From an optimization exercise on the open Yosys and OpenROAD flow, aimed at a short achievable clock period and few clock cycles; shortcuts taken in it are not production practice.
In this exercise RTL edits were held to simulation tests only and were not proved equivalent to the original.
No driver is modelled on the clock port, so clocking that relies on it looks cheaper here than on a real chip.
Power figures rest on the tool's default switching activity, not on a simulated workload.

## job 4403
// scene_fetch
module scene_fetch #(
  parameter int unsigned MAX_PEND = 4
) (
  input  logic                 clk,
  input  logic                 reset,
  input  logic                 start,
  input  logic [31:0]          base_addr,
  output logic                 avm_m0_read,
  output logic [31:0]          avm_m0_address,
  output logic [1:0]           avm_m0_byteenable,
  input  logic                 avm_m0_waitrequest,
  input  logic [15:0]          avm_m0_readdata,
  input  logic                 avm_m0_readdatavalid,
  output logic [191:0]         o_ray,
  output logic                 o_ray_valid,
  output logic [287:0]         o_tri,
  output logic [31:0]          o_tri_index,
  output logic                 o_tri_valid,
  input  logic                 i_tri_ready,
  output logic                 o_tri_last,
  output logic [31:0]          o_tri_cnt,
  output logic                 o_busy,
  output logic                 o_done
);
  logic         busy_q, done_q, done_d;
  logic         idle_q, ndone_q, ntv_q;
  logic         load;
  logic         rdv;
  logic [15:0]  rd;
  logic         rx_tri_q, rx_tri_d;
  logic [4:0]   rx_hw_q, rx_hw_d;
  logic [287:0] rec_q, rec_d;
  logic         full_q, full_d;      
  logic         lo_nz_q;             
  logic         h11_q, h12_q, h13_q, t17_q, h11_d, h12_d, h13_d, t17_d;
  logic         ray_ld_q, cnt_ld_q, zero_q, nz_q, tri_ld_q;
  logic [191:0] ray_q;
  logic         ray_valid_q, ray_valid_d;
  logic [31:0]  cnt_q;
  logic [287:0] tri_q;
  logic         tri_valid_q, tri_valid_d;
  logic [31:0]  idx_q, ld_q;         
  logic         ld_one;              
  logic         all_ld_q;            
  logic         last_q;
  logic         take_q;
  logic         ray_ld, lo_rx, cnt_ld, tri_ld, rec_end, handshake, rd_nz, nz_ev, zero_ev;
  assign rdv       = avm_m0_readdatavalid;
  assign rd        = avm_m0_readdata;
  assign load      = start && idle_q;
  assign handshake = !ntv_q && i_tri_ready;
  assign rec_d   = rdv ? {rd, rec_q[287:16]} : rec_q;
  assign ray_ld  = rdv && h11_q;
  assign lo_rx   = rdv && h12_q;
  assign cnt_ld  = rdv && h13_q;
  assign rd_nz   = (rd != 16'd0);
  assign nz_ev   = (lo_rx || cnt_ld) && rd_nz;
  assign zero_ev = cnt_ld && !rd_nz && !lo_nz_q;
  assign rec_end = rdv && t17_q;
  assign tri_ld  = (full_q && ntv_q) || (rdv && t17_q && ntv_q);
  avm_read_issuer #(.MAX_PEND(MAX_PEND)) u_issuer (
  ...
clock: 8.0 ns
lec_check: 0
abc_clock_period_in_ps: 2500
cap_margin: 20
core_margin: 2
core_utilization: 40
setup_slack_margin: 5
slew_margin: 20
standard.sh (not shown) runs the stock make flow with config.mk's settings and CLKGATE_MAP_FILE= SYNTH_SCRIPT=/design/flow/synth_recipe.tcl, a recipe that flattens the netlist after the stock synthesis.
==> flow/flow/run.sh <==
#!/bin/bash
# Standard ORFS layout with four changes: timing repair aims for 5.5 ns of setup slack;
# before detailed placement, the registers that drive output ports are moved next to their
# port buffers (flow/pre_dp.tcl); clock sinks are clustered 25 per leaf buffer within
# 100 um; and the clock tree's root buffer is removed after CTS (flow/pre_cts.tcl) so the
# clock port drives the 4 first-level buffers directly. ORFS writes each step's log under
# orfs/logs; make's output goes to flow_make.log.
set -euo pipefail
bash standard.sh SETUP_SLACK_MARGIN=5.5 CTS_CLUSTER_SIZE=25 CTS_CLUSTER_DIAMETER=100 \
  PRE_DETAIL_PLACE_TCL="$PWD/flow/pre_dp.tcl" PRE_CTS_TCL="$PWD/flow/pre_cts.tcl" \
  finish > flow_make.log 2>&1
Other scripts of this flow, unchanged in this note and not shown: flow/flow/pre_cts.tcl, flow/flow/pre_dp.tcl
Job 4403 finished all stages; the layout is clean.
Testbench counts of job 4403, summed over its fixed seeds: cycles 89,225.
--- input diff job 4403..job 8751 ---
==> flow/flow/run.sh <==
#!/bin/bash
# Standard ORFS layout with four changes: timing repair aims for 5.7 ns of setup slack;
# before detailed placement, the registers that drive output ports are moved next to their
# port buffers (flow/pre_dp.tcl); clock sinks are clustered 25 per leaf buffer within
# 100 um; and the clock tree's root buffer is removed after CTS (flow/pre_cts.tcl) so the
# clock port drives the 4 first-level buffers directly. ORFS writes each step's log under
# orfs/logs; make's output goes to flow_make.log.
set -euo pipefail
bash standard.sh SETUP_SLACK_MARGIN=5.7 CTS_CLUSTER_SIZE=25 CTS_CLUSTER_DIAMETER=100 \
  PRE_DETAIL_PLACE_TCL="$PWD/flow/pre_dp.tcl" PRE_CTS_TCL="$PWD/flow/pre_cts.tcl" \
  finish > flow_make.log 2>&1
Results
- Aggregate routed wire length (job 4403 / job 8751): 0.894
- In job 8751, non-clock buffer count is higher than in job 4403.
- Compare job 8751 and job 4403 | multi-input logic portion of the cell area higher: job 4403
- The final layout from job 8751, which completed every stage, passed the timing, design-rule and antenna checks at the end of the flow.
Relative to job 8751, the following input files were edited for job 3354:
==> flow/flow/run.sh <==
#!/bin/bash
# Standard ORFS layout with four changes: timing repair aims for 5.3 ns of setup slack;
# before detailed placement, the registers that drive output ports are moved next to their
# port buffers (flow/pre_dp.tcl); clock sinks are clustered 25 per leaf buffer within
# 100 um; and the clock tree's root buffer is removed after CTS (flow/pre_cts.tcl) so the
# clock port drives the 4 first-level buffers directly. ORFS writes each step's log under
# orfs/logs; make's output goes to flow_make.log.
set -euo pipefail
bash standard.sh SETUP_SLACK_MARGIN=5.3 CTS_CLUSTER_SIZE=25 CTS_CLUSTER_DIAMETER=100 \
  PRE_DETAIL_PLACE_TCL="$PWD/flow/pre_dp.tcl" PRE_CTS_TCL="$PWD/flow/pre_cts.tcl" \
  finish > flow_make.log 2>&1
--- outcome ---
Job 8751 ran to completion and came out clean on the timing, design-rule and antenna checks.
Job 3354 reached the end of the flow, and the finished layout is clean on the timing, design-rule and antenna checks.
Final area (job 3354 / job 8751): 0.910
Job 3354 ended up with a lower power than job 8751 did.
Re logic depth of the worst setup path including buffers: job 8751 was lower than job 3354.
Going from job 8751 to job 3354, count of buffers not belonging to the clock network in the layout moved down; final critical-path setup slack has decreased.
Job 8751 reports its worst-path cell with the longest stage delay as sky130_fd_sc_hd__edfxtp_1 while job 3354 reports sky130_fd_sc_hd__bufbuf_16.
[inputs] job 2766 vs job 3354
==> flow/flow/run.sh <==
#!/bin/bash
# Standard ORFS layout with four changes: timing repair aims for 5.5 ns of setup slack;
# before detailed placement, the registers that drive output ports are moved next to their
# port buffers (flow/pre_dp.tcl); clock sinks are clustered 30 per leaf buffer within
# 100 um; and the clock tree's root buffer is removed after CTS (flow/pre_cts.tcl) so the
# clock port drives the 4 first-level buffers directly. ORFS writes each step's log under
# orfs/logs; make's output goes to flow_make.log.
set -euo pipefail
bash standard.sh SETUP_SLACK_MARGIN=5.5 CTS_CLUSTER_SIZE=30 CTS_CLUSTER_DIAMETER=100 \
  PRE_DETAIL_PLACE_TCL="$PWD/flow/pre_dp.tcl" PRE_CTS_TCL="$PWD/flow/pre_cts.tcl" \
  finish > flow_make.log 2>&1
==> run notes <==
- Job 3354: no failed stages, no open violations at the end
- Both conditions hold for job 2766: the flow ran to the end and the final layout passed the timing, design-rule and antenna checks.
- Layout-stage area growth over the synthesis result on job 2766 is up relative to job 3354.
- On sequential power, job 2766 and job 3354 are basically level.
- Number of gates given a new drive strength after cts up about 50% in job 2766 wrt job 3354
- Startpoint of the worst setup timing path = avm_m0_waitrequest: job 3354; startpoint of the worst setup timing path = ray_q[24]: job 2766
- Est. power | job 2766 vs job 3354 | job 2766 lower
- The portion of total power attributed to combinational logic of job 2766 is higher than that of job 3354.
- Job 3354 -> job 2766: area of the mapped netlist delta 0, exact match
- Final setup violation count: job 3354 vs job 2766 identical
- Compared with job 3354, placement density in the core of job 2766 is higher.
- Looking at slack of the critical path across both flows, job 2766 is the stronger of the two, with job 3354 trailing.
- Against job 3354 as the reference, job 2766 delivers a higher global routing met2 resource utilization.

* * *

== rev 12 ==
Starting RTL as in the previous note.
clock: 8.0 ns
lec_check: 0
abc_clock_period_in_ps: 2500
cap_margin: 20
core_margin: 2
core_utilization: 40
setup_slack_margin: 5
slew_margin: 20
==> flow/flow/run.sh <==
#!/bin/bash
# Standard ORFS layout with four changes: timing repair aims for 5.4 ns of setup slack;
# before detailed placement, the registers that drive output ports are moved next to their
# port buffers (flow/pre_dp.tcl); clock sinks are clustered 25 per leaf buffer within
# 100 um; and the clock tree's root buffer is removed after CTS (flow/pre_cts.tcl) so the
# clock port drives the 4 first-level buffers directly. ORFS writes each step's log under
# orfs/logs; make's output goes to flow_make.log.
set -euo pipefail
bash standard.sh SETUP_SLACK_MARGIN=5.4 CTS_CLUSTER_SIZE=25 CTS_CLUSTER_DIAMETER=100 \
  PRE_DETAIL_PLACE_TCL="$PWD/flow/pre_dp.tcl" PRE_CTS_TCL="$PWD/flow/pre_cts.tcl" \
  finish > flow_make.log 2>&1
==> flow/flow/pre_dp.tcl <==
# Sourced by ORFS before detailed placement (PRE_DETAIL_PLACE_TCL). Each register whose
# output feeds only an output port's buffer is moved onto that buffer's spot, so the
# register-to-buffer wire is short; detailed placement then legalizes both. The Avalon
# request registers are left where global placement put them.
proc my_pull_output_regs {} {
  set block [ord::get_db_block]
  set n 0
  foreach bt [$block getBTerms] {
    if {[$bt getIoType] != "OUTPUT"} { continue }
    # The address register takes waitrequest's fanout; the placer keeps it between the two.
    if {[string match "avm_m0_*" [$bt getName]]} { continue }
    set net [$bt getNet]
    if {$net == "NULL"} { continue }
    set drv ""
    foreach it [$net getITerms] { if {[$it isOutputSignal]} { set drv $it } }
    if {$drv == ""} { continue }
    set buf [$drv getInst]
    set ain ""
    foreach it [$buf getITerms] { if {[$it isInputSignal] && [$it getNet] != "NULL" && ![[$it getNet] isSpecial]} { set ain $it } }
    if {$ain == ""} { continue }
    set rnet [$ain getNet]
    set reg ""
    foreach it [$rnet getITerms] { if {[$it isOutputSignal]} { set reg [$it getInst] } }
    if {$reg == "" || ![string match "sky130_fd_sc_hd__*df*" [[$reg getMaster] getName]]} { continue }
    # Only registers whose output feeds nothing but the port buffer.
    set nld 0
    foreach it [$rnet getITerms] { if {[$it isInputSignal]} { incr nld } }
    if {$nld != 1} { continue }
    set bl [$buf getLocation]
    $reg setLocation [lindex $bl 0] [lindex $bl 1]
    incr n
  }
  puts "PULL: moved $n output registers next to their port buffers"
}
my_pull_output_regs
Other scripts of this flow, unchanged in this note and not shown: flow/flow/pre_cts.tcl
Rev 12 completed end to end with timing, DRC and antenna clean.
Testbench counts of rev 12, summed over its fixed seeds: cycles 89,225.
Setup changes, rev 12 to rev 13
==> flow/flow/run.sh <==
#!/bin/bash
# Standard ORFS layout with four changes: timing repair aims for 5.5 ns of setup slack;
# before detailed placement, the registers that drive output ports are moved, with their
# port buffers, to the ports' pins (flow/pre_dp.tcl); clock sinks are clustered 25 per leaf buffer within
# 100 um; and the clock tree's root buffer is removed after CTS (flow/pre_cts.tcl) so the
# clock port drives the 4 first-level buffers directly. ORFS writes each step's log under
# orfs/logs; make's output goes to flow_make.log.
set -euo pipefail
bash standard.sh SETUP_SLACK_MARGIN=5.5 CTS_CLUSTER_SIZE=25 CTS_CLUSTER_DIAMETER=100 \
  PRE_DETAIL_PLACE_TCL="$PWD/flow/pre_dp.tcl" PRE_CTS_TCL="$PWD/flow/pre_cts.tcl" \
  finish > flow_make.log 2>&1
diff --git a/flow/flow/pre_dp.tcl b/flow/flow/pre_dp.tcl
--- a/flow/flow/pre_dp.tcl
+++ b/flow/flow/pre_dp.tcl
@@ -2,2 +2,3 @@
-# output feeds only an output port's buffer is moved onto that buffer's spot, so the
-# register-to-buffer wire is short; detailed placement then legalizes both. The Avalon
+# output feeds only an output port's buffer is moved, with that buffer, to the port's pin,
+# so the register-to-buffer and buffer-to-pin wires are short; detailed placement then
+# legalizes both. The Avalon
@@ -29,2 +30,12 @@
-    set bl [$buf getLocation]
-    $reg setLocation [lindex $bl 0] [lindex $bl 1]
+    # Put the buffer and the register at the port's pin, inside the core.
+    set pin [lindex [$bt getBPins] 0]
+    set bb [$pin getBBox]
+    set core [$block getCoreArea]
+    set px [expr {([$bb xMin] + [$bb xMax]) / 2}]
+    set py [expr {([$bb yMin] + [$bb yMax]) / 2}]
+    set w [[$reg getMaster] getWidth]
+    set h [[$reg getMaster] getHeight]
+    set px [expr {max([$core xMin], min($px, [$core xMax] - 2 * $w))}]
+    set py [expr {max([$core yMin], min($py, [$core yMax] - 2 * $h))}]
+    $buf setLocation $px $py
+    $reg setLocation $px $py
@@ -34,0 +46 @@
+
Notes after the runs:
Rev 13 ended with more number of buffers added by the clock tree synthesis step than rev 12. Post-route cell area in rev 13 is 0.75% higher than in rev 12. Row count: rev 13 vs rev 12 identical. Rev 12 → rev 13: combinational power +about 22%, tightest hold margin +0.0097 ns. In terms of clock group share of total power, rev 12 and rev 13 differ only marginally. [rev 13 vs rev 12] post-DP HPWL: higher in rev 13. Rev 12 has a lower overall power after layout than rev 13. The multi-input logic area was comparable across rev 13 and rev 12.

-- static timing again, ports no longer ideal --
No port has a modelled driver above. Below, the same layouts with a new extraction and two added sets of constraints. Step 1: set_driving_cell puts a clkbuf_16 on clk and a buf_2 on each other input, an assumption about the parent block. Step 2 also shifts input and output timing later by t, the mid clock arrival at the registers, as if the neighbouring blocks saw the same clock. Three values: ideal ports, drivers, drivers and shift; two values: the first two.
| run | shift t [ns] | setup WS [ns] | hold WS [ns] | worst data-port slew with drivers (ns) | cell pins on the clock port's net |
|---|---|---|---|---|---|
| job 4403 | 0.576 | 5.363 / 5.229 / 4.851 | 0.451 / 0.451 / 0.451 | 0.21 | 4 |
| job 8751 | 0.563 | 5.327 / 5.211 / 4.691 | 0.430 / 0.430 / 0.430 | 0.30 | 4 |
| job 3354 | 0.566 | 5.305 / 5.202 / 4.639 | 0.428 / 0.428 / 0.428 | 0.25 | 4 |
| job 2766 | 0.559 | 5.366 / 5.249 / 4.811 | 0.454 / 0.454 / 0.454 | 0.23 | 4 |
| rev 12 | 0.561 | 5.382 / 5.256 / 4.722 | 0.443 / 0.443 / 0.443 | 0.26 | 4 |
| rev 13 | 0.573 | 5.301 / 5.180 / 4.841 | 0.452 / 0.452 / 0.452 | 0.22 | 4 |
After both steps setup and hold are still met in every run listed. For job 3354, which loses most, drivers alone change the setup slack by -0.103 ns; drivers and shift together by -0.666 ns.
